Source: an optimization exercise on an open RTL-to-GDS flow (aim: small area and a short achievable clock period). Production flows keep margins and buffers that such runs may drop. Only simulation tests tie the RTL to the original design; equivalence was not proved. Power is estimated from default activity; no workload was simulated.

Design instruction_fetch_unit, start of the top module:
module instruction_fetch_unit #(
  parameter int MEM_DEPTH = 64,
  parameter int ADDR_W    = 6
) (
  input  logic              clk,
  input  logic              reset,
  input  logic              Load_En,
  input  logic [31:0]       Load_Data,
  input  logic              Start,
  input  logic              Stall,
  output logic [31:0]       Instruction_Code,
  output logic [ADDR_W-1:0] Instr_Addr,
  output logic              Instr_Valid,
  output logic [ADDR_W:0]   Prog_Len,
  output logic              Load_Full,
  output logic              Done
);
==> module instruction_fetch_unit, before the edit <==
module instruction_fetch_unit #(
  parameter int MEM_DEPTH = 64,
  parameter int ADDR_W    = 6
) (
  input  logic              clk,
  input  logic              reset,
  input  logic              Load_En,
  input  logic [31:0]       Load_Data,
  input  logic              Start,
  input  logic              Stall,
  output logic [31:0]       Instruction_Code,
  output logic [ADDR_W-1:0] Instr_Addr,
  output logic              Instr_Valid,
  output logic [ADDR_W:0]   Prog_Len,
  output logic              Load_Full,
  output logic              Done
);
  logic              run_q, done_q;
  logic [ADDR_W:0]   len_q;
  logic              nz_q;      
  logic [ADDR_W-1:0] addr_q;
  logic              last_q;    
  logic              phase_q;   
  logic              load_q;    
  logic              rot_q;     
  logic [31:0]       data_q;    
  logic [31:0]       code_q;
  logic [MEM_DEPTH-1:0][31:0] ring;
  logic              vld_o, done_o, full_o;
  logic [ADDR_W:0]   len_o;
  logic [ADDR_W-1:0] addr_o;
  logic idle, full, load, start, adv, fin, hold, take;
  assign idle  = !run_q && !done_q;
  assign full  = len_q[ADDR_W];
  assign load  = idle && Load_En && !full;
  assign start = !reset && ((idle && !Load_En && Start && nz_q) || (done_q && Start));
  assign adv   = !reset && run_q && !Stall && !last_q;
  assign fin   = run_q && !Stall && last_q;
  assign hold  = !reset && run_q && Stall;
  assign take  = start || adv;
  logic [7:0] mlo_oh, mhi_oh, mlo_gt, mhi_gt;
  logic [31:0] wdata;
  assign wdata = load_q ? (data_q ^ {32{phase_q}}) : ring[0];
  logic [31:0] head;
  always_comb begin
    if (load_q && mlo_oh[0] && mhi_oh[0])
      head = data_q;
    else if (rot_q)
      head = ring[1] ^ {32{phase_q}};
    else
      head = ring[0] ^ {32{phase_q}};
  end
  logic act_q;
  assign act_q = load_q || rot_q;
  logic [MEM_DEPTH-1:0][31:0] ring_d;
  for (genvar g = 0; g < MEM_DEPTH; g++) begin : g_slot
    logic hd, sh, wr;
    ifu_slot_ctrl u_ctrl (
      .act(act_q), .rot(rot_q),
      .lo_oh(mlo_oh[g%8]), .hi_oh(mhi_oh[g/8]), .lo_gt(mlo_gt[g%8]), .hi_gt(mhi_gt[g/8]),
      .hd(hd), .sh(sh), .wr(wr)
    );
    if (g < MEM_DEPTH - 1) begin : g_mid
      ifu_slot_gate u_gate (
        .hd(hd), .sh(sh), .wr(wr),
        .q(ring[g]), .n(ring[g+1]), .w(wdata),
        .d(ring_d[g])
      );
    end else begin : g_end
      ifu_end_gate u_gate (
        .hd(hd), .wr(wr),
        .q(ring[g]), .w(wdata),
        .d(ring_d[g])
      );
    end
  end
  always_ff @(posedge clk) ring <= ring_d;
  always_ff @(posedge clk) begin
    phase_q <= reset ? 1'b0 : !phase_q;
    code_q  <= ({32{take}} & head) | ({32{hold}} & code_q);
    load_q  <= load && !reset;
    rot_q   <= take;
    data_q  <= Load_Data;
    if (reset) begin
      mlo_oh <= '0;
      mhi_oh <= '0;
      mlo_gt <= '0;
      mhi_gt <= '0;
    end else if (load) begin
      if (!nz_q) begin
        mlo_oh <= 8'd1;
        mhi_oh <= 8'd1;
      end else if (mlo_oh[7]) begin
        mlo_oh <= 8'd1;
        mlo_gt <= '0;
        mhi_oh <= {mhi_oh[6:0], 1'b0};
        mhi_gt <= {mhi_gt[6:0], 1'b1};
      end else begin
        mlo_oh <= {mlo_oh[6:0], 1'b0};
        mlo_gt <= {mlo_gt[6:0], 1'b1};
      end
    end
    if (reset) begin
      run_q  <= 1'b0;
      done_q <= 1'b0;
      len_q  <= '0;
      nz_q   <= 1'b0;
      addr_q <= '0;
      last_q <= 1'b0;
    end else begin
      if (load) begin
        len_q <= len_q + (ADDR_W+1)'(1);
        nz_q  <= 1'b1;
      end
      if (start) begin
        run_q  <= 1'b1;
        done_q <= 1'b0;
        addr_q <= '0;
        last_q <= (len_q == (ADDR_W+1)'(1));
      end else if (adv) begin
        addr_q <= addr_q + ADDR_W'(1);
        last_q <= (({1'b0, addr_q} + (ADDR_W+1)'(2)) == len_q);
      end else if (fin) begin
        run_q  <= 1'b0;
        done_q <= 1'b1;
      end
    end
    len_o  <= reset ? '0 : len_q + (ADDR_W+1)'(load);
    full_o <= !reset && (full || (load && (len_q[ADDR_W-1:0] == '1)));
    addr_o <= (reset || start) ? '0 : addr_q + ADDR_W'(adv);
    vld_o  <= !reset && (start || (run_q && !fin));
    done_o <= !reset && (fin || (done_q && !start));
  end
  assign Instruction_Code = code_q;
  assign Instr_Addr       = addr_o;
  assign Instr_Valid      = vld_o;
  assign Prog_Len         = len_o;
  assign Load_Full        = full_o;
  assign Done             = done_o;
endmodule
export LEC_CHECK = 0
export ABC_CLOCK_PERIOD_IN_PS = 2100
export CAP_MARGIN = 20
export CELL_PAD_IN_SITES_DETAIL_PLACEMENT = 1
export CORE_MARGIN = 2
export CORE_UTILIZATION = 45
export CTS_CLUSTER_DIAMETER = 80
export CTS_CLUSTER_SIZE = 24
export SETUP_SLACK_MARGIN = 2.85
export SLEW_MARGIN = 20
export SYNTH_HIERARCHICAL = 1
create_clock -name core_clock -period 5.0 [get_ports {clk}]
run.sh (not shown) runs the stock make flow with config.mk's settings and CLKGATE_MAP_FILE= SYNTH_SCRIPT=/design/flow/synth_recipe.tcl, a recipe that flattens the netlist after the stock synthesis.
Rerun with:
--- a/flow/design.v
+++ b/flow/design.v
@@ -25,9 +25,9 @@
   logic              rot_q;     
   logic [31:0]       data_q;    
   logic [31:0]       code_q;
   logic [MEM_DEPTH-1:0][31:0] ring;
-  logic              vld_o, done_o, full_o;
+  logic              vld_o, done_o;
   logic [ADDR_W:0]   len_o;
   logic [ADDR_W-1:0] addr_o;
   logic idle, full, load, start, adv, fin, hold, take;
   assign idle  = !run_q && !done_q;
@@ -37,9 +37,8 @@
   assign adv   = !reset && run_q && !Stall && !last_q;
   assign fin   = run_q && !Stall && last_q;
   assign hold  = !reset && run_q && Stall;
   assign take  = start || adv;
-  logic [7:0] mlo_oh, mhi_oh, mlo_gt, mhi_gt;
   logic [31:0] wdata;
   assign wdata = load_q ? (data_q ^ {32{phase_q}}) : ring[0];
   logic [31:0] head;
   always_comb begin
@@ -49,8 +48,9 @@
       head = ring[1] ^ {32{phase_q}};
     else
       head = ring[0] ^ {32{phase_q}};
   end
+  logic [7:0] mlo_oh, mhi_oh, mlo_gt, mhi_gt;
   logic act_q;
   assign act_q = load_q || rot_q;
   logic [MEM_DEPTH-1:0][31:0] ring_d;
   for (genvar g = 0; g < MEM_DEPTH; g++) begin : g_slot
@@ -106,37 +106,43 @@
       len_q  <= '0;
       nz_q   <= 1'b0;
       addr_q <= '0;
       last_q <= 1'b0;
+      vld_o  <= 1'b0;
+      done_o <= 1'b0;
+      len_o  <= '0;
+      addr_o <= '0;
     end else begin
       if (load) begin
         len_q <= len_q + (ADDR_W+1)'(1);
+        len_o <= len_o + (ADDR_W+1)'(1);
         nz_q  <= 1'b1;
       end
       if (start) begin
         run_q  <= 1'b1;
         done_q <= 1'b0;
+        vld_o  <= 1'b1;
+        done_o <= 1'b0;
         addr_q <= '0;
+        addr_o <= '0;
         last_q <= (len_q == (ADDR_W+1)'(1));
       end else if (adv) begin
         addr_q <= addr_q + ADDR_W'(1);
+        addr_o <= addr_o + ADDR_W'(1);
         last_q <= (({1'b0, addr_q} + (ADDR_W+1)'(2)) == len_q);
       end else if (fin) begin
         run_q  <= 1'b0;
         done_q <= 1'b1;
+        vld_o  <= 1'b0;
+        done_o <= 1'b1;
       end
     end
-    len_o  <= reset ? '0 : len_q + (ADDR_W+1)'(load);
-    full_o <= !reset && (full || (load && (len_q[ADDR_W-1:0] == '1)));
-    addr_o <= (reset || start) ? '0 : addr_q + ADDR_W'(adv);
-    vld_o  <= !reset && (start || (run_q && !fin));
-    done_o <= !reset && (fin || (done_q && !start));
   end
   assign Instruction_Code = code_q;
   assign Instr_Addr       = addr_o;
   assign Instr_Valid      = vld_o;
   assign Prog_Len         = len_o;
-  assign Load_Full        = full_o;
+  assign Load_Full        = len_o[ADDR_W];
   assign Done             = done_o;
 endmodule
 module ifu_slot_ctrl (
   input  logic act,
Outcome: The changed run ran to the end with no violations; maximum frequency decreases by 3.7%; flip-flop and latch count decreases by 3; synthesized area stays flat; clock power stays flat; count of clock-buffer cells in the layout increases by 8.

[separate check: timing with driven ports]
Ports are ideal in the flow. The routed layouts listed here were re-timed in OpenROAD.
Step 1 (the two cells are an assumption about what drives the block):
set clk [get_ports {clk}]
set_driving_cell -lib_cell sky130_fd_sc_hd__clkbuf_16 $clk
set_driving_cell -lib_cell sky130_fd_sc_hd__buf_2 [delete_from_list [all_inputs] $clk]
Step 2 adds t to the input delays and takes it off the output delays; t is the mean of the earliest and latest rising clock arrival at the registers after step 1. Input paths then give back, and output paths get back, about the clock's delay inside the block.
a / b / c = no drivers / after step 1 / after step 2; a / b = the first two.
run | shift t [ns] | setup WS [ns] | hold slack, ns | worst data-port slew with drivers (ns)
the first run | 0.841 | 2.740 / 2.657 / 2.253 | 0.442 / 0.442 / 0.442 | 0.15
the second run | 0.867 | 2.653 / 2.568 / 2.282 | 0.441 / 0.423 / 0.441 | 0.07
After both steps every run listed still meets setup and hold. For the first run, which loses most, drivers alone change the setup slack by -0.083 ns; drivers and shift together by -0.487 ns.
